Source: an optimization exercise on an open RTL-to-GDS flow (aim: small area, a short achievable clock period and few clock cycles per item). Production flows keep margins and buffers that such runs may drop. Where RTL was checked, it was by simulation tests only, not by an equivalence proof against the original. For runs 1 and 5, only the layout was checked, not whether the RTL still works.

$ cat design/flow/design.v
package ifft_pkg;
    localparam int DW = 8;
    localparam int TW = 8;
    function automatic logic [15:0] sx(input logic [7:0] v);
        sx = {{8{v[7]}}, v};
    endfunction
    function automatic logic [15:0] sx9(input logic [8:0] v);
        sx9 = {{7{v[8]}}, v};
    endfunction
    function automatic logic [15:0] rca(input logic [15:0] x, input logic [15:0] y, input logic ci);
        logic c;
        c = ci;
        for (int i = 0; i < 16; i++) begin
            rca[i] = x[i] ^ y[i] ^ c;
            c = (x[i] & y[i]) | (x[i] & c) | (y[i] & c);
        end
    endfunction
    function automatic logic [15:0] fadd(input logic [15:0] x, input logic [15:0] y, input logic ci);
        fadd = x + y + 16'(ci);
    endfunction
    function automatic logic [15:0] sum4(input logic [15:0] a, input logic [15:0] b,
                                         input logic [15:0] c, input logic [15:0] d,
                                         input logic i1, input logic i2, input logic i3);
        logic [15:0] s1, c1, s2, c2;
        s1 = a ^ b ^ c;
        c1 = {((a[14:0] & b[14:0]) | (a[14:0] & c[14:0]) | (b[14:0] & c[14:0])), i1};
        s2 = s1 ^ c1 ^ d;
        c2 = {((s1[14:0] & c1[14:0]) | (s1[14:0] & d[14:0]) | (c1[14:0] & d[14:0])), i2};
        sum4 = fadd(s2, c2, i3);
    endfunction
endpackage
module ifft_tw2a (
    input  logic [7:0] b_re,
    input  logic [7:0] b_im,
    input  logic       mul,
    output logic [9:0] va,
    output logic [9:0] vb
);
    logic [15:0] br, bi, d, s;
    always_comb begin
        br = ifft_pkg::sx(b_re);
        bi = ifft_pkg::sx(b_im);
        d  = ifft_pkg::fadd(br, ~bi, 1'b1);
        s  = ifft_pkg::fadd(br, bi, 1'b0);
        va = mul ? d[9:0] : br[9:0];
        vb = mul ? s[9:0] : bi[9:0];
    end
endmodule
module ifft_tw2b (
    input  logic [9:0] va,
    input  logic [9:0] vb,
    input  logic       half,
    input  logic       kq,
    input  logic       kr,
    output logic [8:0] u_re,
    output logic [8:0] u_im,
    output logic       neg,
    output logic       cz
);
    logic [15:0] a, b, x, y;
    logic [8:0]  v1, v2;
    logic        mul, sw;
    always_comb begin
        a  = {{6{va[9]}}, va};
        b  = {{6{vb[9]}}, vb};
        x  = ifft_pkg::sum4(a << 5, a << 3, a << 2, a, 1'b0, 1'b0, 1'b0);
        y  = ifft_pkg::sum4(b << 5, b << 3, b << 2, b, 1'b0, 1'b0, 1'b0);
        mul = half && kr;
        sw  = half && kq;
        v1  = mul ? x[14:6] : a[8:0];
        v2  = mul ? y[14:6] : b[8:0];
        u_re = sw ? v2 : v1;
        u_im = sw ? v1 : v2;
        neg  = sw;
        cz   = sw && mul && (y[5:0] != 6'd0);
    end
endmodule
module ifft_tw3a (
    input  logic [7:0] b_re,
    input  logic [7:0] b_im,
    output logic [8:0] r5,
    output logic [8:0] i5
);
    logic [15:0] br, bi, r, i;
    always_comb begin
        br = ifft_pkg::sx(b_re);
        bi = ifft_pkg::sx(b_im);
        r  = ifft_pkg::fadd(br << 2, br, 1'b0);
        i  = ifft_pkg::fadd(bi << 2, bi, 1'b0);
        r5 = r[10:2];
        i5 = i[10:2];
    end
endmodule
module ifft_tw3b (
    input  logic       [7:0] b_re,
    input  logic       [7:0] b_im,
    input  logic       [8:0] b5_re,
    input  logic       [8:0] b5_im,
    input  logic             half,
    input  logic       [2:0] k,
    output logic       [8:0] u_re,
    output logic       [8:0] u_im,
    output logic             neg,
    output logic             cz
);
    logic [15:0] br, bi, r5, i5, px, py;
    logic        pass, rot, mul;
    function automatic logic [15:0] prod(input logic [15:0] br, input logic [15:0] bi,
                                         input logic [15:0] r5, input logic [15:0] i5,
                                         input logic [1:0] r, input logic isq);
        logic [15:0] t1, t2, t3, t4;
        logic        n2, n3, n4;
        case ({isq, r})
            3'b0_01: begin t1 = br << 6; t2 = ~r5;      t3 = ~(bi << 4);    t4 = ~(bi << 3); n2 = 1'b1; n3 = 1'b1; n4 = 1'b1; end
            3'b1_01: begin t1 = br << 4; t2 = br << 3;  t3 = bi << 6;       t4 = ~i5;        n2 = 1'b0; n3 = 1'b0; n4 = 1'b1; end
            3'b0_10: begin t1 = r5 << 3; t2 = r5;       t3 = ~(i5 << 3);    t4 = ~i5;        n2 = 1'b0; n3 = 1'b1; n4 = 1'b1; end
            3'b1_10: begin t1 = r5 << 3; t2 = r5;       t3 = i5 << 3;       t4 = i5;         n2 = 1'b0; n3 = 1'b0; n4 = 1'b0; end
            3'b0_11: begin t1 = br << 4; t2 = br << 3;  t3 = ~(bi << 6);    t4 = i5;         n2 = 1'b0; n3 = 1'b1; n4 = 1'b0; end
            default: begin t1 = br << 6; t2 = ~r5;      t3 = bi << 4;       t4 = bi << 3;    n2 = 1'b1; n3 = 1'b0; n4 = 1'b0; end
        endcase
        prod = ifft_pkg::sum4(t1, t2, t3, t4, n2, n3, n4);
    endfunction
    always_comb begin
        br = ifft_pkg::sx(b_re);
        bi = ifft_pkg::sx(b_im);
        r5 = {{5{b5_re[8]}}, b5_re, b_re[1:0]};
        i5 = {{5{b5_im[8]}}, b5_im, b_im[1:0]};
        px = prod(br, bi, r5, i5, k[1:0], k[2]);
        py = prod(br, bi, r5, i5, k[1:0], !k[2]);
        pass = !half || (k == 3'd0);
        rot  = half && (k == 3'd4);
        mul  = half && (k[1:0] != 2'd0);
        u_re = ({9{pass}} & br[8:0]) | ({9{rot}} & bi[8:0]) | ({9{mul}} & px[14:6]);
        u_im = ({9{pass}} & bi[8:0]) | ({9{rot}} & br[8:0]) | ({9{mul}} & py[14:6]);
        neg  = rot | (mul & k[2]);
        cz   = mul && k[2] && (px[5:0] != 6'd0);
    end
endmodule
module ifft_butterfly (
    input  logic [7:0] a_re,
    input  logic [7:0] a_im,
    input  logic [8:0] u_re,
    input  logic [8:0] u_im,
    input  logic       neg,
    input  logic       cz,
    output logic [7:0] y0_re,
    output logic [7:0] y0_im,
    output logic [7:0] y1_re,
    output logic [7:0] y1_im
);
    function automatic logic [7:0] sat9(input logic [8:0] v);
        if (v[8] != v[7]) sat9 = v[8] ? 8'h80 : 8'h7f;
        else              sat9 = v[7:0];
    endfunction
    logic [15:0] s_re, s_im, d_re, d_im;
    logic [7:0]  p_re, m_re;
    always_comb begin
        s_re  = ifft_pkg::fadd(ifft_pkg::sx(a_re), ifft_pkg::sx9(u_re), cz);
        d_re  = ifft_pkg::fadd(ifft_pkg::sx(a_re), ~(ifft_pkg::sx9(u_re)), !cz);
        s_im  = ifft_pkg::fadd(ifft_pkg::sx(a_im), ifft_pkg::sx9(u_im), 1'b0);
        d_im  = ifft_pkg::fadd(ifft_pkg::sx(a_im), ~(ifft_pkg::sx9(u_im)), 1'b1);
        p_re  = sat9(s_re[9:1]);
        m_re  = sat9(d_re[9:1]);
        y0_re = neg ? m_re : p_re;
        y1_re = neg ? p_re : m_re;
        y0_im = sat9(s_im[9:1]);
        y1_im = sat9(d_im[9:1]);
    end
endmodule
module ifft_core #(
    parameter int N     = 16,
    parameter int LOG2N = 4,
    parameter int DW    = 8,
    parameter int TW    = 8
) (
    input  logic          clk,
    input  logic          rst,
    input  logic          in_valid,
    output logic          in_ready,
    input  logic [DW-1:0] in_re,
    input  logic [DW-1:0] in_im,
    output logic          out_valid,
    input  logic          out_ready,
    output logic [DW-1:0] out_re,
    output logic [DW-1:0] out_im,
    output logic          out_last,
    output logic          busy
);
    localparam int C_X03  = 0;    
    localparam int C_S0   = 1;    
    localparam int C_X12  = 2;    
    localparam int C_S1   = 3;    
    localparam int C_K1   = 4;    
    localparam int C_MA2  = 5;    
    localparam int C_H2   = 6;    
    localparam int C_KQ2  = 7;    
    localparam int C_KR2  = 8;    
    localparam int C_S2   = 9;    
    localparam int C_H3   = 10;   
    localparam int C_K3   = 11;   
    localparam int C_S3   = 14;   
    localparam int C_OLST = 15;   
    localparam int C_OSEL = 16;   
    localparam int NC     = 17;
    function automatic logic [NC-1:0] ctl(input logic [3:0] n);
        logic [3:0] t0, m12, t1, t2a, t2m, t2, t3m, t3;
        t0  = n - 4'd7;
        m12 = n - 4'd9;
        t1  = n - 4'd11;
        t2a = n - 4'd14;
        t2m = n - 4'd15;
        t2  = n - 4'd16;
        t3m = n - 4'd22;
        t3  = n - 4'd23;
        ctl = '0;
        ctl[C_X03] = n[3] & ~n[0];
        ctl[C_S0]  = t0[0];
        ctl[C_X12] = m12[2] & ~m12[1];
        ctl[C_S1]  = t1[1];
        ctl[C_K1]  = t1[0];
        ctl[C_MA2] = t2a[2] & t2a[0];
        ctl[C_H2]  = t2m[2];
        ctl[C_KQ2] = t2m[1];
        ctl[C_KR2] = t2m[0];
        ctl[C_S2]  = t2[2];
        ctl[C_H3]  = t3m[3];
        ctl[C_K3 +: 3] = t3m[2:0];
        ctl[C_S3]  = t3[3];
        ctl[C_OLST] = (n == 4'd14);
        ctl[C_OSEL] = (n == 4'd0) || (n >= 4'd15);
    endfunction
    logic          adv_q, in_ready_q, busy_q;
    logic [3:0]    icnt_q, acnt_q;
    logic          ph_q, f0_q, f1_q, f2_q;
    logic          iv_q, hv_q, sv_q;
    logic [1:0]    nowed_q;
    logic [NC-1:0] c_q;
    logic          adv_d, in_ready_d, busy_d;
    logic [3:0]    icnt_d, acnt_d;
    logic          ph_d, f0_d, f1_d, f2_d;
    logic          iv_d, hv_d, sv_d;
    logic [1:0]    nowed_d;
    logic          accept, ir_take, out_real, ohs, wr, h_en, s_from_p;
    always_comb begin
        accept  = in_valid && in_ready_q;
        ohs     = hv_q && out_ready;
        ir_take = adv_q && ((icnt_q == 4'd0) ? iv_q : !ph_q);
        out_real = c_q[C_OSEL] ? f1_q : f2_q;
        wr       = adv_q && out_real;
        iv_d   = accept || (iv_q && !ir_take);
        icnt_d = icnt_q + 4'(adv_q);
        ph_d   = ph_q;
        f0_d   = f0_q;
        f1_d   = f1_q;
        f2_d   = f2_q;
        if (adv_q && (icnt_q == 4'd0)) begin
            ph_d = !iv_q;
            f0_d = iv_q;
            f1_d = f0_q;
            f2_d = f1_q;
        end
        h_en     = !hv_q || out_ready;
        s_from_p = !sv_q && wr && hv_q && !out_ready;
        sv_d     = sv_q ? !h_en : s_from_p;
        hv_d     = h_en ? (sv_q || wr) : 1'b1;
        acnt_d  = acnt_q + 4'(accept);
        nowed_d = nowed_q + 2'(accept && (acnt_q == 4'd15)) - 2'(ohs && out_last);
        busy_d  = (nowed_d != 2'd0);
        adv_d = !sv_d && ((icnt_d == 4'd0) ? (iv_d || f0_d || f1_d) : (ph_d || iv_d));
        in_ready_d = !iv_d || (!sv_d && ((icnt_d == 4'd0) || !ph_d));
    end
    always_ff @(posedge clk or negedge rst) begin
        if (!rst) begin
            adv_q      <= 1'b0;
            in_ready_q <= 1'b1;
            busy_q     <= 1'b0;
            icnt_q     <= '0;
            acnt_q     <= '0;
            ph_q       <= 1'b0;
            f0_q       <= 1'b0;
            f1_q       <= 1'b0;
            f2_q       <= 1'b0;
            iv_q       <= 1'b0;
            hv_q       <= 1'b0;
            sv_q       <= 1'b0;
            nowed_q    <= '0;
            c_q        <= ctl(4'd0);
        end else begin
            adv_q      <= adv_d;
            in_ready_q <= in_ready_d;
            busy_q     <= busy_d;
            icnt_q     <= icnt_d;
            acnt_q     <= acnt_d;
            ph_q       <= ph_d;
            f0_q       <= f0_d;
            f1_q       <= f1_d;
            f2_q       <= f2_d;
            iv_q       <= iv_d;
            hv_q       <= hv_d;
            sv_q       <= sv_d;
            nowed_q    <= nowed_d;
            if (adv_q) c_q <= ctl(icnt_q + 4'd1);
        end
    end
    logic [7:0] ir_re, ir_im;
    always_ff @(posedge clk) begin
        if (accept) begin
            ir_re <= in_re;
            ir_im <= in_im;
        end
    end
    logic [7:0] dx03_re [7];
    logic [7:0] dx03_im [7];
    logic [7:0] x03_re, x03_im;
    assign x03_re = c_q[C_X03] ? ir_re : dx03_re[6];
    assign x03_im = c_q[C_X03] ? ir_im : dx03_im[6];
    always_ff @(posedge clk) begin
        if (adv_q) begin
            dx03_re[0] <= c_q[C_X03] ? dx03_re[6] : ir_re;
            dx03_im[0] <= c_q[C_X03] ? dx03_im[6] : ir_im;
            for (int i = 1; i < 7; i++) begin
                dx03_re[i] <= dx03_re[i-1];
                dx03_im[i] <= dx03_im[i-1];
            end
        end
    end
    logic [7:0]  dl0_re, dl0_im, r0_re, r0_im;
    logic [15:0] s0_re, s0_im, d0_re, d0_im;
    always_comb begin
        s0_re = ifft_pkg::rca(ifft_pkg::sx(dl0_re), ifft_pkg::sx(x03_re), 1'b0);
        s0_im = ifft_pkg::rca(ifft_pkg::sx(dl0_im), ifft_pkg::sx(x03_im), 1'b0);
        d0_re = ifft_pkg::rca(ifft_pkg::sx(dl0_re), ~(ifft_pkg::sx(x03_re)), 1'b1);
        d0_im = ifft_pkg::rca(ifft_pkg::sx(dl0_im), ~(ifft_pkg::sx(x03_im)), 1'b1);
    end
    always_ff @(posedge clk) begin
        if (adv_q) begin
            if (c_q[C_S0]) begin
                r0_re  <= s0_re[8:1];
                r0_im  <= s0_im[8:1];
                dl0_re <= d0_re[8:1];
                dl0_im <= d0_im[8:1];
            end else begin
                r0_re  <= dl0_re;
                r0_im  <= dl0_im;
                dl0_re <= x03_re;
                dl0_im <= x03_im;
            end
        end
    end
    logic [7:0] dx12_re [2];
    logic [7:0] dx12_im [2];
    logic [7:0] x12_re, x12_im;
    assign x12_re = c_q[C_X12] ? r0_re : dx12_re[1];
    assign x12_im = c_q[C_X12] ? r0_im : dx12_im[1];
    always_ff @(posedge clk) begin
        if (adv_q) begin
            dx12_re[0] <= c_q[C_X12] ? dx12_re[1] : r0_re;
            dx12_im[0] <= c_q[C_X12] ? dx12_im[1] : r0_im;
            dx12_re[1] <= dx12_re[0];
            dx12_im[1] <= dx12_im[0];
        end
    end
    logic [7:0]  dl1_re [2];
    logic [7:0]  dl1_im [2];
    logic [7:0]  y1_re, y1_im, r1_re, r1_im;
    logic [15:0] s1_re, s1_im, d1_re, d1_im;
    always_comb begin
        y1_re = c_q[C_K1] ? x12_im : x12_re;
        y1_im = c_q[C_K1] ? x12_re : x12_im;
        s1_re = ifft_pkg::fadd(ifft_pkg::sx(dl1_re[1]), ifft_pkg::sx(y1_re), 1'b0);
        s1_im = ifft_pkg::fadd(ifft_pkg::sx(dl1_im[1]), ifft_pkg::sx(y1_im), 1'b0);
        d1_re = ifft_pkg::fadd(ifft_pkg::sx(dl1_re[1]), ~(ifft_pkg::sx(y1_re)), 1'b1);
        d1_im = ifft_pkg::fadd(ifft_pkg::sx(dl1_im[1]), ~(ifft_pkg::sx(y1_im)), 1'b1);
    end
    always_ff @(posedge clk) begin
        if (adv_q) begin
            dl1_re[1] <= dl1_re[0];
            dl1_im[1] <= dl1_im[0];
            if (c_q[C_S1]) begin
                r1_re     <= c_q[C_K1] ? d1_re[8:1] : s1_re[8:1];
                r1_im     <= s1_im[8:1];
                dl1_re[0] <= c_q[C_K1] ? s1_re[8:1] : d1_re[8:1];
                dl1_im[0] <= d1_im[8:1];
            end else begin
                r1_re     <= dl1_re[1];
                r1_im     <= dl1_im[1];
                dl1_re[0] <= x12_re;
                dl1_im[0] <= x12_im;
            end
        end
    end
    logic [9:0] v2a, v2b, n2a, n2b;
    ifft_tw2a u_tw2a (
        .b_re (r1_re),
        .b_im (r1_im),
        .mul  (c_q[C_MA2]),
        .va   (v2a),
        .vb   (v2b)
    );
    always_ff @(posedge clk) begin
        if (adv_q) begin
            n2a <= v2a;
            n2b <= v2b;
        end
    end
    logic [8:0] w2_re, w2_im, m2_re, m2_im;
    logic       w2_neg, w2_cz, m2_neg, m2_cz;
    ifft_tw2b u_tw2b (
        .va   (n2a),
        .vb   (n2b),
        .half (c_q[C_H2]),
        .kq   (c_q[C_KQ2]),
        .kr   (c_q[C_KR2]),
        .u_re (w2_re),
        .u_im (w2_im),
        .neg  (w2_neg),
        .cz   (w2_cz)
    );
    always_ff @(posedge clk) begin
        if (adv_q) begin
            m2_re  <= w2_re;
            m2_im  <= w2_im;
            m2_neg <= w2_neg;
            m2_cz  <= w2_cz;
        end
    end
    logic [7:0] dl2_re [4];
    logic [7:0] dl2_im [4];
    logic [7:0] a2_re, a2_im, b2_re, b2_im, r2_re, r2_im;
    ifft_butterfly u_bf2 (
        .a_re  (dl2_re[3]),
        .a_im  (dl2_im[3]),
        .u_re  (m2_re),
        .u_im  (m2_im),
        .neg   (m2_neg),
        .cz    (m2_cz),
        .y0_re (a2_re),
        .y0_im (a2_im),
        .y1_re (b2_re),
        .y1_im (b2_im)
    );
    always_ff @(posedge clk) begin
        if (adv_q) begin
            for (int i = 1; i < 4; i++) begin
                dl2_re[i] <= dl2_re[i-1];
                dl2_im[i] <= dl2_im[i-1];
            end
            if (c_q[C_S2]) begin
                r2_re     <= a2_re;
                r2_im     <= a2_im;
                dl2_re[0] <= b2_re;
                dl2_im[0] <= b2_im;
            end else begin
                r2_re     <= dl2_re[3];
                r2_im     <= dl2_im[3];
                dl2_re[0] <= m2_re[7:0];
                dl2_im[0] <= m2_im[7:0];
            end
        end
    end
    logic [8:0] v3_re5, v3_im5, n3_re5, n3_im5;
    logic [7:0] n3_re, n3_im;
    ifft_tw3a u_tw3a (
        .b_re (r2_re),
        .b_im (r2_im),
        .r5   (v3_re5),
        .i5   (v3_im5)
    );
    always_ff @(posedge clk) begin
        if (adv_q) begin
            n3_re  <= r2_re;
            n3_im  <= r2_im;
            n3_re5 <= v3_re5;
            n3_im5 <= v3_im5;
        end
    end
    logic [8:0] w3_re, w3_im, m3_re, m3_im;
    logic       w3_neg, w3_cz, m3_neg, m3_cz;
    ifft_tw3b u_tw3b (
        .b_re  (n3_re),
        .b_im  (n3_im),
        .b5_re (n3_re5),
        .b5_im (n3_im5),
        .half  (c_q[C_H3]),
        .k     (c_q[C_K3 +: 3]),
        .u_re  (w3_re),
        .u_im  (w3_im),
        .neg   (w3_neg),
        .cz    (w3_cz)
    );
    always_ff @(posedge clk) begin
        if (adv_q) begin
            m3_re  <= w3_re;
            m3_im  <= w3_im;
            m3_neg <= w3_neg;
            m3_cz  <= w3_cz;
        end
    end
    logic [7:0] dl3_re [8];
    logic [7:0] dl3_im [8];
    logic [7:0] a3_re, a3_im, b3_re, b3_im, o3_re, o3_im;
    ifft_butterfly u_bf3 (
        .a_re  (dl3_re[7]),
        .a_im  (dl3_im[7]),
        .u_re  (m3_re),
        .u_im  (m3_im),
        .neg   (m3_neg),
        .cz    (m3_cz),
        .y0_re (a3_re),
        .y0_im (a3_im),
        .y1_re (b3_re),
        .y1_im (b3_im)
    );
    assign o3_re = c_q[C_S3] ? a3_re : dl3_re[7];
    assign o3_im = c_q[C_S3] ? a3_im : dl3_im[7];
    always_ff @(posedge clk) begin
        if (adv_q) begin
            for (int i = 1; i < 8; i++) begin
                dl3_re[i] <= dl3_re[i-1];
                dl3_im[i] <= dl3_im[i-1];
            end
            dl3_re[0] <= c_q[C_S3] ? b3_re : m3_re[7:0];
            dl3_im[0] <= c_q[C_S3] ? b3_im : m3_im[7:0];
        end
    end
    logic [7:0] h_re, h_im, s_re, s_im;
    logic       h_last, s_last;
    always_ff @(posedge clk) begin
        if (h_en) begin
            h_re   <= sv_q ? s_re : o3_re;
            h_im   <= sv_q ? s_im : o3_im;
            h_last <= sv_q ? s_last : c_q[C_OLST];
        end
        if (s_from_p) begin
            s_re   <= o3_re;
            s_im   <= o3_im;
            s_last <= c_q[C_OLST];
        end
    end
    assign in_ready  = in_ready_q;
    assign busy      = busy_q;
    assign out_valid = hv_q;
    assign out_last  = h_last;
    assign out_re    = h_re;
    assign out_im    = h_im;
endmodule
$ cat design/flow/flow/run.sh
#!/bin/bash
# Standard layout, with timing repair asked to leave SETUP_SLACK_MARGIN ns of
# setup slack at the design's clock (so it works towards a shorter period).
# The synthesis is the standard one, unchanged. Each step's output goes to a log here.
set -euo pipefail
MARGIN=$(cat flow/margin.txt)
bash standard.sh synth > synth.log 2>&1
bash standard.sh SETUP_SLACK_MARGIN="$MARGIN" finish > layout.log 2>&1
$ cat design/flow/flow/margin.txt
10.6
$ cat design/flow/standard.sh
#!/bin/bash
# synth_recipe.tcl (not shown) runs the flow's synth.tcl, then flattens the netlist and writes it again
# the make line also repeats each setting of config.mk as NAME=value (left out here)
make -C /OpenROAD-flow-scripts/flow DESIGN_CONFIG=/design/flow/config.mk WORK_HOME=/design/flow/orfs CLKGATE_MAP_FILE= SYNTH_SCRIPT=/design/flow/synth_recipe.tcl "${@:-finish}"
$ cat design/flow/config.mk
export PLATFORM = sky130hd
export DESIGN_NAME = ifft_core
export DESIGN_NICKNAME = ifft_core
export VERILOG_FILES = /design/flow/design.v
export SDC_FILE = /design/flow/constraint.sdc
export NUM_CORES = 4
export LEC_CHECK = 0
export CAP_MARGIN = 20
export CORE_MARGIN = 2
export CORE_UTILIZATION = 25
export PLACE_DENSITY = 0.45
export SLEW_MARGIN = 20
$ cat design/flow/constraint.sdc
create_clock -name core_clock -period 15.0 [get_ports {clk}]
set_input_delay 3.0000 -clock core_clock [delete_from_list [all_inputs] [get_ports {clk}]]
set_output_delay 3.0000 -clock core_clock [all_outputs]
set_load 0.01 [all_outputs]
==> out/qor.csv, run 1 <==
stage,metric,value,unit
drt,drtPass1Iterations,5,
synthesis,seq_area_frac_synth,49.44,%
cells_and_area,area_growth,16.65,%
floorplanning,dieArea,0.1492,mm^2
cells_and_area,mostFrequentLayoutCells,"edfxtp_1, inv_1, nor2_1",
synthesis,ys_warn_count,29,
synthesis,synth_top_area_share,47.09,%
setup_path,path_common_cell,fa_1,
clock_network,numCtsBuffers,71,
global_route,gr-usage-met3,2.111,%
synthesis,synth_seq_cells,607,
global_route,grt_overflow,0,
timing,rsz0062_at_grt,yes,
setup_path,worst-path-buf-inv,3,
floorplanning,die_y,386.3,um
synthesis,synth_top_cell_by_area,edfxtp_1,
setup_path,crit_path_top_delay_cell,fa_1,
clock_network,cts-root-buf,clkbuf_16,
clock_network,cts_tree,built,
drt,ant_nets,0,
global_route,grt_use_met1,16.26,%
setup_path,start_kind,flop,
timing,finalHoldViolCount,0,
synthesis,synth_edf_count,573,
drt,drt-initial-drc-count,1591,
global_route,met2_usage,18.66,%
clock_network,h-tree-depth,3,
floorplanning,initial_utilization,25.13,%
floorplanning,dieWidth,386.3,um
floorplanning,fp-row-count,140,
setup_path,worst-endpoint-arrival,4.74,ns
floorplanning,ios,40,
cells_and_area,fin_util,29.32,%
synthesis,async_flop_share,5.601,%
clock_network,clkTransAtPathRegs,0.06,ns
synthesis,syn_area,0.03654,mm^2
timing,worst_pin_slew,1.064,ns
cells_and_area,num_antenna_cells,0,
drt,post-route-drc-count,0,
timing,drv_slew,0,
clock_network,clk_latency,0.69,ns
worst_hold_path,hold_class,reg -> reg,
clock_network,cts_sinks,607,
drt,vias,24130,
setup_path,cp_slowest_stage_delay,0.51,ns
global_route,antenna_found_initial,1,
setup_path,r2r_setup_slack,10.64,ns
timing,fin_crit_sh,29.06,%
synthesis,yosys-top-cells-area,"edfxtp_1, ha_1, fa_1, a21oi_1, inv_1",
synthesis,avgSynthCellArea,11.28,um^2
setup_path,cp_max_fo,16,
placed_design,port_buffers,39,
clock_network,clockBufferDepth,3,
drt,routed_via_density,4.602,
timing,slew-limit-headroom,29.06,%
setup_path,path_class,reg -> reg,
setup_path,required,15.38,ns
outcome,outcome,"complete, no violations",
timing,skew,0.06248,ns
synthesis,syn-num-nets,3594,
setup_path,crit_family,adder cells,
floorplanning,fp.coreArea,0.1454,mm^2
setup_path,cp-end-kind,flop,
cells_and_area,layout_commonest_cell,edfxtp_1,
placed_design,place_hpwl,59040,um
synthesis,netlist_instances,3240,
cells_and_area,drive_above_1_share,13.14,%
synthesis,synthFlopType,edfxtp_1,
timing,period_needed,4.360,ns
setup_path,cp_cell_sequence,buf_4 -> bufbuf_16 -> nor2b_1 -> nand3b_1 -> o31ai_1 -> a22oi_2 -> fa_1 -> fa_1 -> inv_1 -> ha_1 -> or3_4 -> a211o_1 -> a31oi_1 -> xnor2_1 -> o21ai_0,
global_route,grt-busiest-layer,met2,
global_route,grt_use_total,11.78,%
drt,drt-total-wl,87710,um
flow_run,max_cap_viol_count,0,
global_route,grt_pass1_wl,138700,um
timing,fmax,229.4,MHz
global_route,grt_max_degree,84,
drt,wire_per_inst,16.73,um
cells_and_area,num-fill-cells,14960,
timing,tns,0,ns
global_route,grt_pass1_vias,23900,
timing,finalSetupViolCount,0,
synthesis,ys_types,87,
placed_design,routabilityCongestion,0.8590,
cells_and_area,nNetsFinal,3624,
## sequential cells by signal, summed over array words and instances (netlist names), 9 cells and up
| register | flops |
|---|---|
| n2b | 9 |
| n2a | 10 |
| dx12_im | 16 |
| m2_im | 9 |
| c_q | 14 |
| dl3_re | 64 |
| dl2_re | 32 |
| dx03_re | 56 |
| dl3_im | 64 |
| m3_im | 9 |
| dx12_re | 16 |
| dl1_re | 16 |
| m3_re | 9 |
| m2_re | 9 |
| dx03_im | 56 |
| n3_re5 | 9 |
| dl2_im | 32 |
| n3_im5 | 9 |
| dl1_im | 16 |
## routing by layer
layer	vias to the layer above	wire, um
li1	11720	-
met2	460	39930
met5	-	0
met1	11800	41690
met3	139	3471
met4	0	2623
## synthesized netlist by cell type, types with 23 or more instances
cell / number
clkbuf_1: 135
nor3_1: 49
mux2_2: 94
a211oi_1: 25
buf_1: 25
o31ai_1: 25
a21oi_1: 220
o21bai_1: 30
nor2_1: 242
o221ai_1: 24
ha_1: 209
o21ai_0: 198
a21o_1: 33
inv_1: 284
mux2i_1: 51
fa_1: 125
a22oi_1: 23
maj3_1: 23
nor2b_1: 42
edfxtp_1: 573
a31oi_1: 39
dfrtp_1: 28
xor2_1: 37
nand3_1: 44
nand2_1: 215
nand2b_1: 35
o211ai_1: 29
o22ai_1: 29
xnor2_1: 113
## logic make-up after synthesis
group | Yosys count | synth area share, %
buffers and inverters | 456 | 4.726
XOR/XNOR | 150 | 3.596
flip-flops | 607 | 49.44
multiplexers | 149 | 4.541
AO/OA/AOI/OAI | 802 | 14.08
adder cells (fa/ha/maj) | 357 | 14.64
AND/OR/NAND/NOR | 719 | 8.985
## path summary, 6_finish.rpt
| check | end | depth (start not counted) | start |
|---|---|---|---|
| max in group asynchronous | adv_q$_DFF_PN0_ | 1 | rst |
| max reg2reg | m3_re[8]$_DFFE_PP_ | 15 | c_q[13]$_DFFE_PN0P_ |
| min | dl3_re[5][6]$_DFFE_PP_ | 0 | dl3_re[4][6]$_DFFE_PP_ |
| min in group asynchronous | c_q[15]$_DFFE_PN0P_ | 1 | rst |
| min reg2reg | dl3_re[5][6]$_DFFE_PP_ | 0 | dl3_re[4][6]$_DFFE_PP_ |
| max | m3_re[8]$_DFFE_PP_ | 15 | c_q[13]$_DFFE_PN0P_ |
## cell type report
type | count | area, um^2 | area share [%]
clock buffers | 86 | 1853 | 4.347
clock inverters | 42 | 573.1 | 1.344
inverters | 289 | 1119 | 2.624
multi-input cells | 2177 | 17280 | 40.54
flip-flops and latches | 607 | 18080 | 42.42
well taps | 1917 | 2399 | 5.627
repair buffers | 122 | 1294 | 3.035
repair inverters | 2 | 27.53 | 0.06458
## stage by stage
step | hold WS [ns] | setup slack (ns) | area (um^2) | instances
after detailed placement | 0.4045 | 8.974 | 38950 | 5052
after CTS | 0.3716 | 10.48 | 42270 | 5227
final | 0.3732 | 10.64 | 42620 | 5242
after global placement | 0.4007 | 9.054 | 38950 | 5052
after floorplan | 0.4003 | 9.707 | 36680 | 3240
after global routing | 0.3877 | 10.48 | 42620 | 5242
## what timing repair did
| item | in CTS | in global routing |
|---|---|---|
| resized for setup | 117 | 55 |
| setup buffers | 38 | 14 |
| gates cloned | 9 | 1 |
| endpoints found under the hold margin | 0 | 0 |
| endpoints found under the setup margin | 49 | 34 |
| hold buffers | 0 | 0 |
| pin swaps | 13 | 28 |
==> inputs of run 2 (changes only) <==
--- a/design/flow/design.v
+++ b/design/flow/design.v
@@ -103,30 +103,30 @@
     output logic             neg,
     output logic             cz
 );
-    logic [15:0] br, bi, r5, i5, px, py;
-    logic        pass, rot, mul;
-    function automatic logic [15:0] prod(input logic [15:0] br, input logic [15:0] bi,
-                                         input logic [15:0] r5, input logic [15:0] i5,
-                                         input logic [1:0] r, input logic isq);
-        logic [15:0] t1, t2, t3, t4;
-        logic        n2, n3, n4;
-        case ({isq, r})
-            3'b0_01: begin t1 = br << 6; t2 = ~r5;      t3 = ~(bi << 4);    t4 = ~(bi << 3); n2 = 1'b1; n3 = 1'b1; n4 = 1'b1; end
-            3'b1_01: begin t1 = br << 4; t2 = br << 3;  t3 = bi << 6;       t4 = ~i5;        n2 = 1'b0; n3 = 1'b0; n4 = 1'b1; end
-            3'b0_10: begin t1 = r5 << 3; t2 = r5;       t3 = ~(i5 << 3);    t4 = ~i5;        n2 = 1'b0; n3 = 1'b1; n4 = 1'b1; end
-            3'b1_10: begin t1 = r5 << 3; t2 = r5;       t3 = i5 << 3;       t4 = i5;         n2 = 1'b0; n3 = 1'b0; n4 = 1'b0; end
-            3'b0_11: begin t1 = br << 4; t2 = br << 3;  t3 = ~(bi << 6);    t4 = i5;         n2 = 1'b0; n3 = 1'b1; n4 = 1'b0; end
-            default: begin t1 = br << 6; t2 = ~r5;      t3 = bi << 4;       t4 = bi << 3;    n2 = 1'b1; n3 = 1'b0; n4 = 1'b0; end
-        endcase
-        prod = ifft_pkg::sum4(t1, t2, t3, t4, n2, n3, n4);
-    endfunction
+    logic [15:0] br, bi, r5, i5, x, y, px, py;
+    logic        pass, rot, mul, r1, r2, r3, sw;
+    logic [15:0] x1, x2, x3, x4, y1, y2, y3, y4;
     always_comb begin
         br = ifft_pkg::sx(b_re);
         bi = ifft_pkg::sx(b_im);
         r5 = {{5{b5_re[8]}}, b5_re, b_re[1:0]};
         i5 = {{5{b5_im[8]}}, b5_im, b_im[1:0]};
-        px = prod(br, bi, r5, i5, k[1:0], k[2]);
-        py = prod(br, bi, r5, i5, k[1:0], !k[2]);
+        r1 = (k[1:0] == 2'd1);
+        r2 = (k[1:0] == 2'd2);
+        r3 = (k[1:0] == 2'd3);
+        x1 = r2 ? (r5 << 3) : (br << 6);
+        x2 = r2 ? r5 : ~r5;
+        x3 = (r2 ? (i5 << 3) : (bi << 4)) ^ {16{!r3}};
+        x4 = (r2 ? i5 : (bi << 3)) ^ {16{!r3}};
+        x  = ifft_pkg::sum4(x1, x2, x3, x4, !r2, !r3, !r3);
+        y1 = r2 ? (r5 << 3) : (br << 4);
+        y2 = r2 ? r5 : (br << 3);
+        y3 = (r2 ? (i5 << 3) : (bi << 6)) ^ {16{r3}};
+        y4 = r1 ? ~i5 : i5;
+        y  = ifft_pkg::sum4(y1, y2, y3, y4, 1'b0, r3, r1);
+        sw = r3 ^ k[2];
+        px = sw ? y : x;
+        py = sw ? x : y;
         pass = !half || (k == 3'd0);
         rot  = half && (k == 3'd4);
         mul  = half && (k[1:0] != 2'd0);
==> design/flow/flow/margin.txt (replaced) <==
11.0
==> run 2 against run 1 <==
Compared with the run above:
- non-clock buffer count is 33 higher
- utilization is 0.91 points higher
- still clean on timing, DRC and antenna
- sequential share of layout area is 1.1 points higher
- count of clock-buffer cells in the layout is 5 higher
- register-to-register slack worse by 0.02 ns
- first-iteration DRC count is 17% lower
==> out/qor.csv, run 2 <==
stage,metric,value,unit,change
synthesis,synth.top_cells.by_count,"edfxtp_1, inv_1, ha_1",,"was edfxtp_1, inv_1, nor2_1"
clock_network,cts-root-buf,clkbuf_16,,unchanged
setup_path,r2r_setup_slack,10.62,ns,was 10.64 ns
synthesis,syn-num-nets,3201,,was 3594
floorplanning,dieWidth,376.2,um,was 386.3 um
cells_and_area,layout_commonest_cell,edfxtp_1,,unchanged
setup_path,worst-r2r-cell-count,17,,was 15
synthesis,yosys-top-cells-area,"edfxtp_1, ha_1, fa_1, mux2_2, a21oi_1",,"was edfxtp_1, ha_1, fa_1, a21oi_1, inv_1"
clock_network,cts_tree,built,,unchanged
timing,skew,0.03884,ns,was 0.06248 ns
drt,drt-total-wl,78330,um,was 87710 um
placed_design,place_hpwl,53310,um,was 59040 um
timing,fmax,225.7,MHz,was 229.4 MHz
timing,drv_slew,0,,unchanged
timing,fin_hold_ws,0.3857,ns,was 0.3732 ns
worst_hold_path,holdPathEnd,dl2_im[3][0]$_DFFE_PP_,,was dl3_re[5][6]$_DFFE_PP_
floorplanning,ios,40,,unchanged
placed_design,dp_worst_setup_slack,9.959,ns,was 8.974 ns
setup_path,cp_slowest_stage_delay,0.62,ns,was 0.51 ns
setup_path,crit_family,flip-flops,,was adder cells
timing,worst_pin_slew,0.9931,ns,was 1.064 ns
clock_network,h-tree-depth,3,,unchanged
global_route,grt-busiest-layer,met2,,unchanged
global_route,gr-usage-met3,2.200,%,was 2.111%
setup_path,start_kind,flop,,unchanged
setup_path,path_class,reg -> out,,was reg -> reg
cells_and_area,num-fill-cells,13920,,was 14960
cells_and_area,nNetsFinal,3332,,was 3624
placed_design,port_buffers,39,,unchanged
timing,finalSetupViolCount,0,,unchanged
clock_network,numCtsBuffers,74,,was 71
global_route,grt_pass1_vias,21440,,was 23900
clock_network,cts_sinks,607,,unchanged
synthesis,ys_warn_count,29,,unchanged
synthesis,synth_top_area_share,49.68,%,was 47.09%
timing,setup_ws,10.57,ns,was 10.64 ns
cells_and_area,fin_area,0.04156,mm^2,was 0.04262 mm^2
cells_and_area,num_antenna_cells,0,,unchanged
global_route,grt_max_degree,143,,was 84
clock_network,clockBufferDepth,3,,unchanged
synthesis,synthFlopType,edfxtp_1,,unchanged
drt,wire_per_inst,16.23,um,was 16.73 um
worst_hold_path,hold_depth,0,,unchanged
setup_path,worst-path-buf-inv,1,,was 3
timing,fin_crit_sh,29.54,%,was 29.06%
floorplanning,initial_utilization,25.19,%,was 25.13%
cells_and_area,reg.largest.list,"dl3_im (64), dl3_re (64)",,unchanged
worst_hold_path,hold_start,dl2_im[2][0]$_DFFE_PP_,,was dl3_re[4][6]$_DFFE_PP_
cells_and_area,register_area,0.01808,mm^2,about the same
setup_path,cp-end-kind,output pin,,was flop
setup_path,r2r-end,m3_im[8]$_DFFE_PP_,,was m3_re[8]$_DFFE_PP_
drt,post-route-drc-count,0,,unchanged
drt,drt-initial-drc-count,1328,,was 1591
drt,routed_via_density,4.434,,was 4.602
synthesis,synth_seq_cells,607,,unchanged
synthesis,ys_types,97,,was 87
setup_path,crit_path_top_delay_cell,dfstp_2,,was fa_1
synthesis,netlist_instances,2844,,was 3240
global_route,antenna_found_initial,2,,was 1
timing,tns,0,ns,unchanged
synthesis,post-synth-top-count-cell,edfxtp_1,,unchanged
cells_and_area,multi_input_area,0.01635,mm^2,was 0.01728 mm^2
drt,drtPass1Iterations,5,,unchanged
synthesis,synth_edf_count,573,,unchanged
outcome,outcome,"complete, no violations",,unchanged
setup_path,cp_cell_sequence,buf_6,,was buf_4 -> bufbuf_16 -> nor2b_1 -> nand3b_1 -> o31ai_1 -> a22oi_2 -> fa_1 -> fa_1 -> inv_1 -> ha_1 -> or3_4 -> a211o_1 -> a31oi_1 -> xnor2_1 -> o21ai_0
timing,rsz0062_at_grt,yes,,unchanged
drt,ant_nets,0,,unchanged
worst_hold_path,hold_class,reg -> reg,,unchanged
global_route,grt_use_total,11.06,%,was 11.78%
synthesis,seq_area_frac_synth,52.16,%,was 49.44%
floorplanning,dieArea,0.1415,mm^2,was 0.1492 mm^2
synthesis,async_flop_share,5.601,%,unchanged
floorplanning,fp-row-count,136,,was 140
global_route,met2_usage,17.33,%,was 18.66%
drt,vias,21400,,was 24130
floorplanning,die_y,376.2,um,was 386.3 um
global_route,grt_pass1_wl,123800,um,was 138700 um
placed_design,placed_area,0.03747,mm^2,was 0.03895 mm^2
cells_and_area,area_growth,20.00,%,was 16.65%
placed_design,routabilityCongestion,0.8040,,was 0.8590
global_route,grt_use_met1,15.27,%,was 16.26%
timing,finalHoldViolCount,0,,unchanged
setup_path,required,12.00,ns,was 15.38 ns
synthesis,syn_area,0.03463,mm^2,was 0.03654 mm^2
setup_path,r2r_start,c_q[12]$_DFFE_PN1P_,,was c_q[13]$_DFFE_PN0P_
cells_and_area,mostFrequentLayoutCells,"edfxtp_1, inv_1, nor2_1",,unchanged
global_route,grt_overflow,0,,unchanged
setup_path,worst-endpoint-arrival,1.43,ns,was 4.74 ns
clock_network,cts-hold-fix-buffers,0,,unchanged
timing,period_needed,4.431,ns,was 4.360 ns
synthesis,avgSynthCellArea,12.18,um^2,was 11.28 um^2
timing,slew-limit-headroom,33.79,%,was 29.06%
flow_run,max_cap_viol_count,0,,unchanged
setup_path,cp_max_fo,2,,was 16
floorplanning,fp.coreArea,0.1375,mm^2,was 0.1454 mm^2
synthesis,synth_top_cell_by_area,edfxtp_1,,unchanged
cells_and_area,drive_above_1_share,18.70,%,was 13.14%
clock_network,clk_latency,0.67,ns,was 0.69 ns
clock_network,clkTransAtPathRegs,0.06,ns,about the same
==> run 2: changes by cell type after synthesis, sizes merged, moves of 17 or more <==
cell	change
o22ai	-19
a21oi	-17
nand2	-90
clkbuf	-62
nor2	-36
o21ai	-32
o221ai	-20
a31oi	-19
nand3	-19
inv	-22
==> run 2: logic make-up after synthesis <==
logic type / Yosys count / share of synthesized area [%]
xor+xnor: 156 / 3.999
flops: 607 / 52.16
simple gates: 566 / 7.728
buf+inv: 363 / 3.978
mux: 152 / 4.841
compound gates: 656 / 12.25
fa+ha+maj: 344 / 15.04
==> run 2: per-layer routing <==
layer  vias up  share of wire, %  wire length [um]
met4         0               2.7              2141
met1     10410                48             37780
met5         -                 0                 0
met3       123               3.5              2754
li1      10550                 -                 -
met2       317                46             35660
==> run 2: stage by stage <==
stage	instances	utilization (%)
6_report	4826	30.23
3_5_place_dp	4601	27.25
4_1_cts	4793	29.72
3_3_place_gp	4601	27.25
2_1_floorplan	2844	-
5_1_grt	4826	30.23
==> run 2: final cells by class <==
class | count | share of cell area (%)
sequential | 607 | 43.50
multi-input combinational | 1874 | 39.35
tap | 1794 | 5.401
clock buffer | 91 | 4.684
timing repair buffer | 155 | 3.643
inverter | 263 | 2.405
clock inverter | 42 | 1.018
==> run 2: how the worst max path moves through the flow <==
| stage | start | end | cells past startpoint |
|---|---|---|---|
| after floorplan | adv_q$_DFF_PN0_ | adv_q$_DFF_PN0_ | 8 |
| after global placement | c_q[12]$_DFFE_PN1P_ | m3_im[8]$_DFFE_PP_ | 15 |
| after detailed placement | c_q[12]$_DFFE_PN1P_ | m3_im[8]$_DFFE_PP_ | 15 |
| after CTS | in_ready_q$_DFF_PN1_ | in_ready | 1 |
| after global routing | in_ready_q$_DFF_PN1_ | in_ready | 1 |
| final | in_ready_q$_DFF_PN1_ | in_ready | 1 |
==> run 2: timing repair <==
action                     CTS  global route
resized for setup          204            83
setup buffers               55            31
pin swaps                   51            66
gates cloned                 4             2
setup endpoints to repair   80            62
Testbench counts of run 2, summed over its fixed seeds: cycles 4,360, frames 256.
==> inputs of run 3 (changes only) <==
==> design/flow/flow/margin.txt (replaced) <==
10.3
==> run 3 against run 2 <==
Compared with the run above:
- sequential cell count unchanged
- routed wire length is 4.2% lower
- critical path depth did not move
- final area down 4.1%
- first-iteration DRC count rose by 4.4%
- worst setup slack got worse by 0.14 ns
- utilization fell by 1.3 points
- count of clock-buffer cells in the layout fell by 6
==> out/qor.csv, run 3 <==
stage,metric,value,unit,change
floorplanning,fp.coreArea,0.1375,mm^2,unchanged
drt,drt-total-wl,75040,um,was 78330 um
setup_path,cp_slowest_stage_delay,0.54,ns,was 0.62 ns
global_route,grt_overflow,0,,unchanged
synthesis,netlist_instances,2844,,unchanged
worst_hold_path,hold_class,reg -> reg,,unchanged
synthesis,syn-num-nets,3201,,unchanged
placed_design,dp_worst_setup_slack,9.562,ns,was 9.959 ns
floorplanning,dieWidth,376.2,um,unchanged
synthesis,syn_area,0.03463,mm^2,unchanged
setup_path,cp_cell_sequence,clkdlybuf4s50_1,,was buf_6
setup_path,cp.depth,1,,unchanged
placed_design,port_buffers,39,,unchanged
drt,routed_via_density,4.409,,was 4.434
timing,slew-limit-headroom,31.82,%,was 33.79%
setup_path,start_kind,flop,,unchanged
setup_path,worst-r2r-cell-count,16,,was 17
setup_path,r2r-end,m3_re[6]$_DFFE_PP_,,was m3_im[8]$_DFFE_PP_
floorplanning,dieArea,0.1415,mm^2,unchanged
clock_network,cts-root-buf,clkbuf_16,,unchanged
cells_and_area,layout_commonest_cell,edfxtp_1,,unchanged
synthesis,ys_types,97,,unchanged
synthesis,seq_area_frac_synth,52.16,%,unchanged
clock_network,numCtsBuffers,74,,unchanged
cells_and_area,mostFrequentLayoutCells,"edfxtp_1, inv_1, ha_1",,"was edfxtp_1, inv_1, nor2_1"
timing,skew,0.04569,ns,was 0.03884 ns
cells_and_area,nNetsFinal,3244,,was 3332
floorplanning,ios,40,,unchanged
global_route,antenna_found_initial,1,,was 2
timing,finalHoldViolCount,0,,unchanged
outcome,outcome,"complete, no violations",,unchanged
synthesis,synth_seq_cells,607,,unchanged
cells_and_area,area_growth,15.04,%,was 20.00%
timing,finalSetupViolCount,0,,unchanged
global_route,grt_use_total,10.63,%,was 11.06%
clock_network,h-tree-depth,3,,unchanged
drt,ant_nets,0,,unchanged
synthesis,avgSynthCellArea,12.18,um^2,unchanged
synthesis,ys_warn_count,29,,unchanged
synthesis,yosys-top-cells-area,"edfxtp_1, ha_1, fa_1, mux2_2, a21oi_1",,unchanged
global_route,grt_max_degree,167,,was 143
setup_path,crit_path_start,h_last$_DFFE_PN_,,was in_ready_q$_DFF_PN1_
setup_path,crit_end,out_last,,was in_ready
setup_path,crit_family,buffers and inverters,,was flip-flops
global_route,grt_pass1_vias,20910,,was 21440
clock_network,clockBufferDepth,3,,unchanged
timing,worst_pin_slew,1.019,ns,was 0.9931 ns
floorplanning,fp-row-count,136,,unchanged
timing,fmax,218.8,MHz,was 225.7 MHz
synthesis,synth.top_cells.by_count,"edfxtp_1, inv_1, ha_1",,unchanged
timing,tns,0,ns,unchanged
setup_path,worst-path-buf-inv,1,,unchanged
timing,fin_hold_ws,0.3957,ns,was 0.3857 ns
synthesis,synth_top_area_share,49.68,%,unchanged
synthesis,synth_edf_count,573,,unchanged
synthesis,async_flop_share,5.601,%,unchanged
drt,vias,20920,,was 21400
drt,drtPass1Iterations,6,,was 5
setup_path,worst-endpoint-arrival,1.57,ns,was 1.43 ns
drt,wire_per_inst,15.82,um,was 16.23 um
synthesis,synthFlopType,edfxtp_1,,unchanged
timing,period_needed,4.570,ns,was 4.431 ns
timing,setup_ws,10.43,ns,was 10.57 ns
drt,post-route-drc-count,0,,unchanged
clock_network,clkTransAtPathRegs,0.06,ns,about the same
clock_network,cts_tree,built,,unchanged
cells_and_area,drive_above_1_share,10.99,%,was 18.70%
setup_path,cp_max_fo,2,,unchanged
timing,drv_slew,0,,unchanged
placed_design,routabilityCongestion,0.8045,,was 0.8040
placed_design,place_hpwl,53240,um,was 53310 um
global_route,grt_pass1_wl,119300,um,was 123800 um
cells_and_area,reg.largest.list,"dl3_im (64), dl3_re (64)",,unchanged
clock_network,cts_sinks,607,,unchanged
setup_path,required,12.00,ns,about the same
setup_path,cp-end-kind,output pin,,unchanged
floorplanning,die_y,376.2,um,unchanged
setup_path,crit_path_top_delay_cell,clkdlybuf4s50_1,,was dfstp_2
floorplanning,initial_utilization,25.19,%,unchanged
timing,fin_crit_sh,30.47,%,was 29.54%
timing,rsz0062_at_grt,yes,,unchanged
synthesis,post-synth-top-count-cell,edfxtp_1,,unchanged
flow_run,max_cap_viol_count,0,,unchanged
synthesis,synth_top_cell_by_area,edfxtp_1,,unchanged
setup_path,path_class,reg -> out,,unchanged
setup_path,r2r_setup_slack,10.43,ns,was 10.62 ns
drt,drt-initial-drc-count,1387,,was 1328
setup_path,r2r_start,c_q[12]$_DFFE_PN1P_,,unchanged
clock_network,clk_latency,0.68,ns,was 0.67 ns
[run 3: area by class of cell]
class	count	area, um^2
flip-flops and latches	607	18080
clock buffers	85	1924
fillers	14090	97650
diodes	1	2.502
well taps	1794	2245
clock inverters	53	601.8
multi-input cells	1874	15310
inverters	263	987.2
repair buffers	67	691.9
[run 3: what timing repair did]
action / in CTS / in global routing
setup endpoints to repair: 25 / 15
setup buffers: 4 / 2
pin swaps: 1 / 1
hold buffers: 0 / 0
resized for setup: 16 / 15
cloned: 2 / 0
[run 3: per-layer routing]
metal	share of wire, %	vias up	global-route usage [%]
met3	3.2	91	1.935
met1	49	10190	14.59
met2	46	265	17.05
met5	0.024	-	0
met4	2.1	2	3.109
li1	-	10370	-
[run 3: worst min-delay path by stage]
stage	from	to	slack, ns	cells after the start
2_1_floorplan	dl1_im[0][0]$_DFFE_PP_	dl1_im[1][0]$_DFFE_PP_	0.40	0
3_3_place_gp	dx03_im[3][4]$_DFFE_PP_	dx03_im[4][4]$_DFFE_PP_	0.40	0
3_5_place_dp	dl1_re[0][5]$_DFFE_PP_	dl1_re[1][5]$_DFFE_PP_	0.40	0
4_1_cts	dl3_re[0][2]$_DFFE_PP_	dl3_re[1][2]$_DFFE_PP_	0.40	0
5_1_grt	dl3_re[6][2]$_DFFE_PP_	dl3_re[7][2]$_DFFE_PP_	0.40	0
6_report	dl3_re[0][2]$_DFFE_PP_	dl3_re[1][2]$_DFFE_PP_	0.40	0
[run 3: through the flow]
stage,cell area (um^2),utilization [%],instances
floorplan,34700,-,2844
global placement,37080,26.97,4597
finish,39840,28.98,4744
CTS,39760,28.92,4741
global route,39840,28.97,4743
detailed placement,37080,26.97,4597
[run 3: logic make-up after synthesis]
group,after synthesis,share of synthesized area [%]
compound gates,656,12.25
xor+xnor,156,3.999
fa+ha+maj,344,15.04
buf+inv,363,3.978
flops,607,52.16
mux,152,4.841
simple gates,566,7.728
==> inputs of run 4 (changes only) <==
==> design/flow/flow/margin.txt (replaced) <==
10.6
==> run 4 against run 3 <==
Compared with the run above:
- routed wire length grew 2.2%
- final area grew 1.4%
- critical endpoint is now m3_re[8]$_DFFE_PP_
- largest cell class unchanged
==> out/qor.csv, run 4 <==
stage,metric,value,unit,change
synthesis,synth_top_area_share,49.68,%,unchanged
timing,drv_slew,0,,unchanged
setup_path,start_kind,flop,,unchanged
floorplanning,dieArea,0.1415,mm^2,unchanged
floorplanning,dieWidth,376.2,um,unchanged
global_route,gr-usage-met3,2.076,%,was 1.935%
cells_and_area,area_growth,16.62,%,was 15.04%
synthesis,syn_area,0.03463,mm^2,unchanged
timing,fin_crit_sh,29.38,%,was 30.47%
synthesis,ys_warn_count,29,,unchanged
floorplanning,die_y,376.2,um,unchanged
floorplanning,fp-row-count,136,,unchanged
cells_and_area,register_area,0.01808,mm^2,about the same
timing,worst_pin_slew,1.046,ns,was 1.019 ns
cells_and_area,num-fill-cells,14040,,was 14090
synthesis,synth_top_cell_by_area,edfxtp_1,,unchanged
clock_network,cts_sinks,607,,unchanged
setup_path,cp_cell_sequence,nor2b_4 -> buf_6 -> buf_16 -> a21oi_4 -> buf_6 -> fa_1 -> fa_1 -> inv_2 -> ha_4 -> o2111ai_4 -> and4_4 -> o41ai_4 -> nand2_1 -> a211o_1 -> mux2_4 -> nand3b_1,,was clkdlybuf4s50_1
cells_and_area,nNetsFinal,3275,,was 3244
global_route,grt_max_degree,173,,was 167
placed_design,port_buffers,39,,unchanged
placed_design,dp_worst_setup_slack,9.735,ns,was 9.562 ns
clock_network,cts-root-buf,clkbuf_16,,unchanged
cells_and_area,reg.largest.list,"dl3_im (64), dl3_re (64)",,unchanged
timing,finalHoldViolCount,0,,unchanged
clock_network,clockBufferDepth,3,,unchanged
clock_network,h-tree-depth,3,,unchanged
setup_path,worst-endpoint-arrival,4.81,ns,was 1.57 ns
worst_hold_path,hold_class,reg -> reg,,unchanged
timing,skew,0.04756,ns,was 0.04569 ns
synthesis,synth_edf_count,573,,unchanged
timing,setup_ws,10.59,ns,was 10.43 ns
setup_path,cp_slowest_stage_delay,0.64,ns,was 0.54 ns
synthesis,syn-num-nets,3201,,unchanged
setup_path,worst-path-buf-inv,4,,was 1
synthesis,netlist_instances,2844,,unchanged
setup_path,path_class,reg -> reg,,was reg -> out
cells_and_area,drive_above_1_share,13.51,%,was 10.99%
drt,drtPass1Iterations,5,,was 6
cells_and_area,layout_commonest_cell,edfxtp_1,,unchanged
setup_path,cp-end-kind,flop,,was output pin
timing,fin_hold_ws,0.3865,ns,was 0.3957 ns
synthesis,post-synth-top-count-cell,edfxtp_1,,unchanged
placed_design,routabilityCongestion,0.8013,,was 0.8045
clock_network,clkTransAtPathRegs,0.06,ns,about the same
drt,wire_per_inst,16.08,um,was 15.82 um
clock_network,cts_tree,built,,unchanged
clock_network,numCtsBuffers,71,,was 74
timing,finalSetupViolCount,0,,unchanged
drt,post-route-drc-count,0,,unchanged
synthesis,yosys-top-cells-area,"edfxtp_1, ha_1, fa_1, mux2_2, a21oi_1",,unchanged
cells_and_area,multi_input_area,0.01567,mm^2,was 0.01531 mm^2
synthesis,avgSynthCellArea,12.18,um^2,unchanged
placed_design,place_hpwl,52990,um,was 53240 um
synthesis,synthFlopType,edfxtp_1,,unchanged
flow_run,max_cap_viol_count,0,,unchanged
cells_and_area,num_antenna_cells,0,,was 1
clock_network,clk_latency,0.69,ns,was 0.68 ns
floorplanning,fp.coreArea,0.1375,mm^2,unchanged
global_route,grt_pass1_vias,21280,,was 20910
drt,vias,21040,,was 20920
global_route,antenna_found_initial,1,,unchanged
global_route,grt_pass1_wl,121700,um,was 119300 um
drt,drt-initial-drc-count,1372,,was 1387
timing,rsz0062_at_grt,yes,,unchanged
synthesis,synth_seq_cells,607,,unchanged
global_route,grt_use_total,10.86,%,was 10.63%
setup_path,cp_max_fo,8,,was 2
synthesis,seq_area_frac_synth,52.16,%,unchanged
timing,tns,0,ns,unchanged
drt,routed_via_density,4.411,,was 4.409
floorplanning,ios,40,,unchanged
global_route,grt_overflow,0,,unchanged
outcome,outcome,"complete, no violations",,unchanged
setup_path,crit_path_top_delay_cell,dfstp_4,,was clkdlybuf4s50_1
drt,drt-total-wl,76670,um,was 75040 um
timing,fmax,226.9,MHz,was 218.8 MHz
global_route,grt-busiest-layer,met2,,unchanged
setup_path,required,15.41,ns,was 12.00 ns
timing,period_needed,4.407,ns,was 4.570 ns
clock_network,cts-hold-fix-buffers,0,,unchanged
global_route,grt_use_met1,15.06,%,was 14.59%
setup_path,crit_family,adder cells,,was buffers and inverters
timing,slew-limit-headroom,30.02,%,was 31.82%
synthesis,async_flop_share,5.601,%,unchanged
cells_and_area,fin_util,29.37,%,was 28.98%
drt,ant_nets,0,,unchanged
floorplanning,initial_utilization,25.19,%,unchanged
synthesis,ys_types,97,,unchanged
synthesis,synth.top_cells.by_count,"edfxtp_1, inv_1, ha_1",,unchanged
cells_and_area,mostFrequentLayoutCells,"edfxtp_1, inv_1, ha_1",,unchanged
global_route,met2_usage,16.85,%,was 17.05%
[run 4: cell counts after synthesis]
Identical to the previous run, type by type.
[run 4: what timing repair did]
action	in CTS	in global routing
setup buffers	23	16
hold endpoints to repair	0	0
setup endpoints to repair	101	79
gates resized for setup	86	56
pin swaps	16	30
cloned	3	1
[run 4: through the flow]
stage          instances  instance area [um^2]
2_1_floorplan       2844                 34790
3_3_place_gp        4596                 37120
3_5_place_dp        4596                 37120
4_1_cts             4752                 39980
5_1_grt             4769                 40390
6_report            4769                 40390
[run 4: cell families (layout without fill, tap and decap cells)]
logic type               Yosys count  in the layout  share of synthesized area (%)
adder cells (fa/ha/maj)          344            344                          15.04
flip-flops                       607            607                          52.16
AO/OA/AOI/OAI                    656            656                          12.25
AND/OR/NAND/NOR                  566            566                          7.728
XOR/XNOR                         156            156                          3.999
buffers and inverters            363            494                          3.978
multiplexers                     152            152                          4.841
[run 4: cell type report]
class / count / share of cell area, %
clock inverter: 51 / 1.369
timing repair buffer: 101 / 2.550
sequential: 607 / 44.77
multi-input combinational: 1874 / 38.80
tap: 1794 / 5.558
clock buffer: 79 / 4.498
inverter: 263 / 2.454
[run 4: path summary, 6_finish.rpt]
kind                                        start                endpoint  slack [ns]  cells past startpoint
max                           c_q[12]$_DFFE_PN1P_      m3_re[8]$_DFFE_PP_       10.59                     16
min                        dl3_im[6][4]$_DFFE_PP_  dl3_im[7][4]$_DFFE_PP_        0.39                      0
max reg2reg                   c_q[12]$_DFFE_PN1P_      m3_re[8]$_DFFE_PP_       10.59                     16
min reg2reg                dl3_im[6][4]$_DFFE_PP_  dl3_im[7][4]$_DFFE_PP_        0.39                      0
max in group asynchronous                     rst      c_q[2]$_DFFE_PN0P_       11.82                      1
min in group asynchronous                     rst     c_q[15]$_DFFE_PN0P_        2.45                      1
[run 4: routing by layer]
layer  share of wire, %  wire [um]
met1                 49      37400
met2                 45      34250
met3                3.4       2628
met4                3.1       2377
met5              0.023         18
==> inputs of run 5 (changes only) <==
--- a/design/flow/design.v
+++ b/design/flow/design.v
@@ -16,7 +16,9 @@
         end
     endfunction
     function automatic logic [15:0] fadd(input logic [15:0] x, input logic [15:0] y, input logic ci);
-        fadd = x + y + 16'(ci);
+        logic [16:0] t;
+        t = {x, 1'b1} + {y, ci};
+        fadd = t[16:1];
     endfunction
     function automatic logic [15:0] sum4(input logic [15:0] a, input logic [15:0] b,
                                          input logic [15:0] c, input logic [15:0] d,
--- a/design/flow/config.mk
+++ b/design/flow/config.mk
@@ -7,6 +7,6 @@
 export LEC_CHECK = 0
 export CAP_MARGIN = 20
 export CORE_MARGIN = 2
-export CORE_UTILIZATION = 25
-export PLACE_DENSITY = 0.45
+export CORE_UTILIZATION = 50
+export PLACE_DENSITY = 0.7
 export SLEW_MARGIN = 20
==> run 5 against run 4 <==
Compared with the run above:
- die area is 50% lower
- routed wire length shrank 5.4%
- worst setup slack got worse by 0.052 ns
- first-iteration DRC count down 1.5%
- highest routed layer is now met4
==> out/qor.csv, run 5 <==
stage,metric,value,unit,change
clock_network,clk_latency,0.61,ns,was 0.69 ns
synthesis,syn_area,0.03440,mm^2,was 0.03463 mm^2
global_route,grt_pass1_wl,117100,um,was 121700 um
drt,drtPass1Iterations,5,,unchanged
synthesis,ys_types,86,,was 97
global_route,antenna_found_initial,1,,unchanged
cells_and_area,fin_util,56.52,%,was 29.37%
clock_network,cts_sinks,607,,unchanged
synthesis,syn-num-nets,3201,,unchanged
synthesis,synth_seq_cells,607,,unchanged
timing,finalHoldViolCount,0,,unchanged
synthesis,synth_top_cell_by_area,edfxtp_1,,unchanged
clock_network,numCtsBuffers,67,,was 71
drt,ant_nets,0,,unchanged
setup_path,start_kind,flop,,unchanged
clock_network,clockBufferDepth,3,,unchanged
cells_and_area,mostFrequentLayoutCells,"edfxtp_1, inv_1, a21oi_1",,"was edfxtp_1, inv_1, ha_1"
setup_path,required,15.31,ns,was 15.41 ns
placed_design,dp_worst_setup_slack,9.384,ns,was 9.735 ns
setup_path,path_class,reg -> reg,,unchanged
worst_hold_path,hold_class,reg -> reg,,unchanged
synthesis,netlist_instances,2849,,was 2844
synthesis,synthFlopType,edfxtp_1,,unchanged
clock_network,cts-hold-fix-buffers,0,,unchanged
floorplanning,dieArea,0.07092,mm^2,was 0.1415 mm^2
floorplanning,fp-row-count,96,,was 136
floorplanning,fp.coreArea,0.06835,mm^2,was 0.1375 mm^2
setup_path,cp-end-kind,flop,,unchanged
timing,rsz0062_at_grt,yes,,unchanged
drt,vias,21700,,was 21040
setup_path,cp_max_fo,7,,was 8
flow_run,max_cap_viol_count,0,,unchanged
floorplanning,dieWidth,266.3,um,was 376.2 um
timing,drv_slew,0,,unchanged
placed_design,place_hpwl,50180,um,was 52990 um
timing,fin_hold_ws,0.4024,ns,was 0.3865 ns
placed_design,routabilityCongestion,0.8785,,was 0.8013
timing,slew-limit-headroom,30.50,%,was 30.02%
drt,wire_per_inst,18.85,um,was 16.08 um
setup_path,cp_slowest_stage_delay,0.50,ns,was 0.64 ns
cells_and_area,layout_commonest_cell,edfxtp_1,,unchanged
timing,skew,0.02793,ns,was 0.04756 ns
clock_network,cts_tree,built,,unchanged
global_route,grt_overflow,0,,unchanged
clock_network,cts-root-buf,clkbuf_16,,unchanged
placed_design,port_buffers,39,,unchanged
synthesis,avgSynthCellArea,12.08,um^2,was 12.18 um^2
global_route,grt_max_degree,98,,was 173
synthesis,post-synth-top-count-cell,edfxtp_1,,unchanged
timing,setup_ws,10.54,ns,was 10.59 ns
timing,fin_crit_sh,29.73,%,was 29.38%
setup_path,crit_path_top_delay_cell,fa_1,,was dfstp_4
setup_path,r2r_setup_slack,10.54,ns,was 10.59 ns
clock_network,h-tree-depth,3,,unchanged
timing,tns,0,ns,unchanged
drt,routed_via_density,5.642,,was 4.411
timing,period_needed,4.460,ns,was 4.407 ns
floorplanning,ios,40,,unchanged
cells_and_area,nNetsFinal,3264,,was 3275
cells_and_area,area_growth,12.27,%,was 16.62%
timing,finalSetupViolCount,0,,unchanged
cells_and_area,drive_above_1_share,11.91,%,was 13.51%
synthesis,synth_edf_count,573,,unchanged
synthesis,ys_warn_count,29,,unchanged
cells_and_area,reg.largest.list,"dl3_im (64), dl3_re (64)",,unchanged
timing,worst_pin_slew,1.039,ns,was 1.046 ns
outcome,outcome,"complete, no violations",,unchanged
floorplanning,die_y,266.3,um,was 376.2 um
drt,post-route-drc-count,0,,unchanged
run 5: stage by stage:
| step | instance area (um^2) | instances |
|---|---|---|
| final | 38630 | 3847 |
| after global routing | 38620 | 3846 |
| after CTS | 38300 | 3832 |
| after detailed placement | 35730 | 3689 |
| after global placement | 35730 | 3689 |
| after floorplan | 34530 | 2849 |
run 5: cell families after synthesis:
logic type | synth area share [%]
flip-flops | 52.51
AO/OA/AOI/OAI | 12.66
adder cells (fa/ha/maj) | 14.66
XOR/XNOR | 4.226
multiplexers | 4.393
buffers and inverters | 4.146
AND/OR/NAND/NOR | 7.405
run 5: area by class of cell:
class	instances	area, um^2
Fill cell	5490	29720
Sequential cell	607	18070
Multi-Input combinational cell	1866	15330
Clock buffer	86	1778
Tap cell	882	1104
Inverter	281	1066
Timing Repair Buffer	89	848.3
Clock inverter	35	422.9
Antenna cell	1	2.502
run 5: layer usage:
| metal | vias up | share of wire, % | wire (um) | track usage, % |
|---|---|---|---|---|
| met4 | 0 | 2.1 | 1495 | 5.238 |
| li1 | 10410 | - | - | - |
| met1 | 10770 | 45 | 32980 | 28.12 |
| met5 | - | 0 | 0 | 0 |
| met3 | 104 | 3.6 | 2589 | 2.911 |
| met2 | 414 | 49 | 35450 | 34.90 |
run 5: worst max-delay path, delay by kind of cell (launching register included):
kind	cells	cell delay, ns
buffers and inverters	3	0.43
AND/OR/NAND/NOR	3	0.95
XOR/XNOR	1	0.20
AO/OA/AOI/OAI	6	0.93
flip-flops	1	0.44
adder cells (fa/ha/maj)	3	1.22
run 5: timing repair:
action,CTS,global route
buffers inserted,18,12
resized for setup,79,35
gates cloned,4,1
pin swaps,10,12
endpoints found under the setup margin,47,37
run 5: path summary, 6_finish.rpt:
kind                                        start                      to  cells after the start
max                           c_q[11]$_DFFE_PN0P_      m3_im[8]$_DFFE_PP_                     16
min                        dl3_im[4][5]$_DFFE_PP_  dl3_im[5][5]$_DFFE_PP_                      0
max reg2reg                   c_q[11]$_DFFE_PN0P_      m3_im[8]$_DFFE_PP_                     16
min reg2reg                dl3_im[4][5]$_DFFE_PP_  dl3_im[5][5]$_DFFE_PP_                      0
max in group asynchronous                     rst         adv_q$_DFF_PN0_                      1
min in group asynchronous                     rst      c_q[7]$_DFFE_PN0P_                      1

## port drivers added, routing unchanged
How much do the figures lean on ideal ports? The routed layouts below were timed once more, with nothing changed but the port constraints. Step 1: set_driving_cell puts a clkbuf_16 on clk and a buf_2 on each other input, an assumption about the parent block. Step 2 times the ports against the registers' clock, not the clock port: input delays grow and output delays shrink by t, the midpoint of the rising clock arrivals with the driver on. Three values: ideal, step 1, step 2; two values: the first two.
run	shift t [ns]	setup slack, ns	pins driven straight from the clock port
run 1	0.726	10.640 / 10.591 / 10.013	1
run 2	0.724	10.569 / 10.501 / 10.295	1
run 3	0.726	10.429 / 10.361 / 9.824	1
run 4	0.730	10.593 / 10.549 / 10.139	1
run 5	0.660	10.540 / 10.540 / 10.066	1
After both steps every run listed still meets setup and hold. For run 1, which loses most, drivers alone change the setup slack by -0.049 ns; drivers and shift together by -0.627 ns.
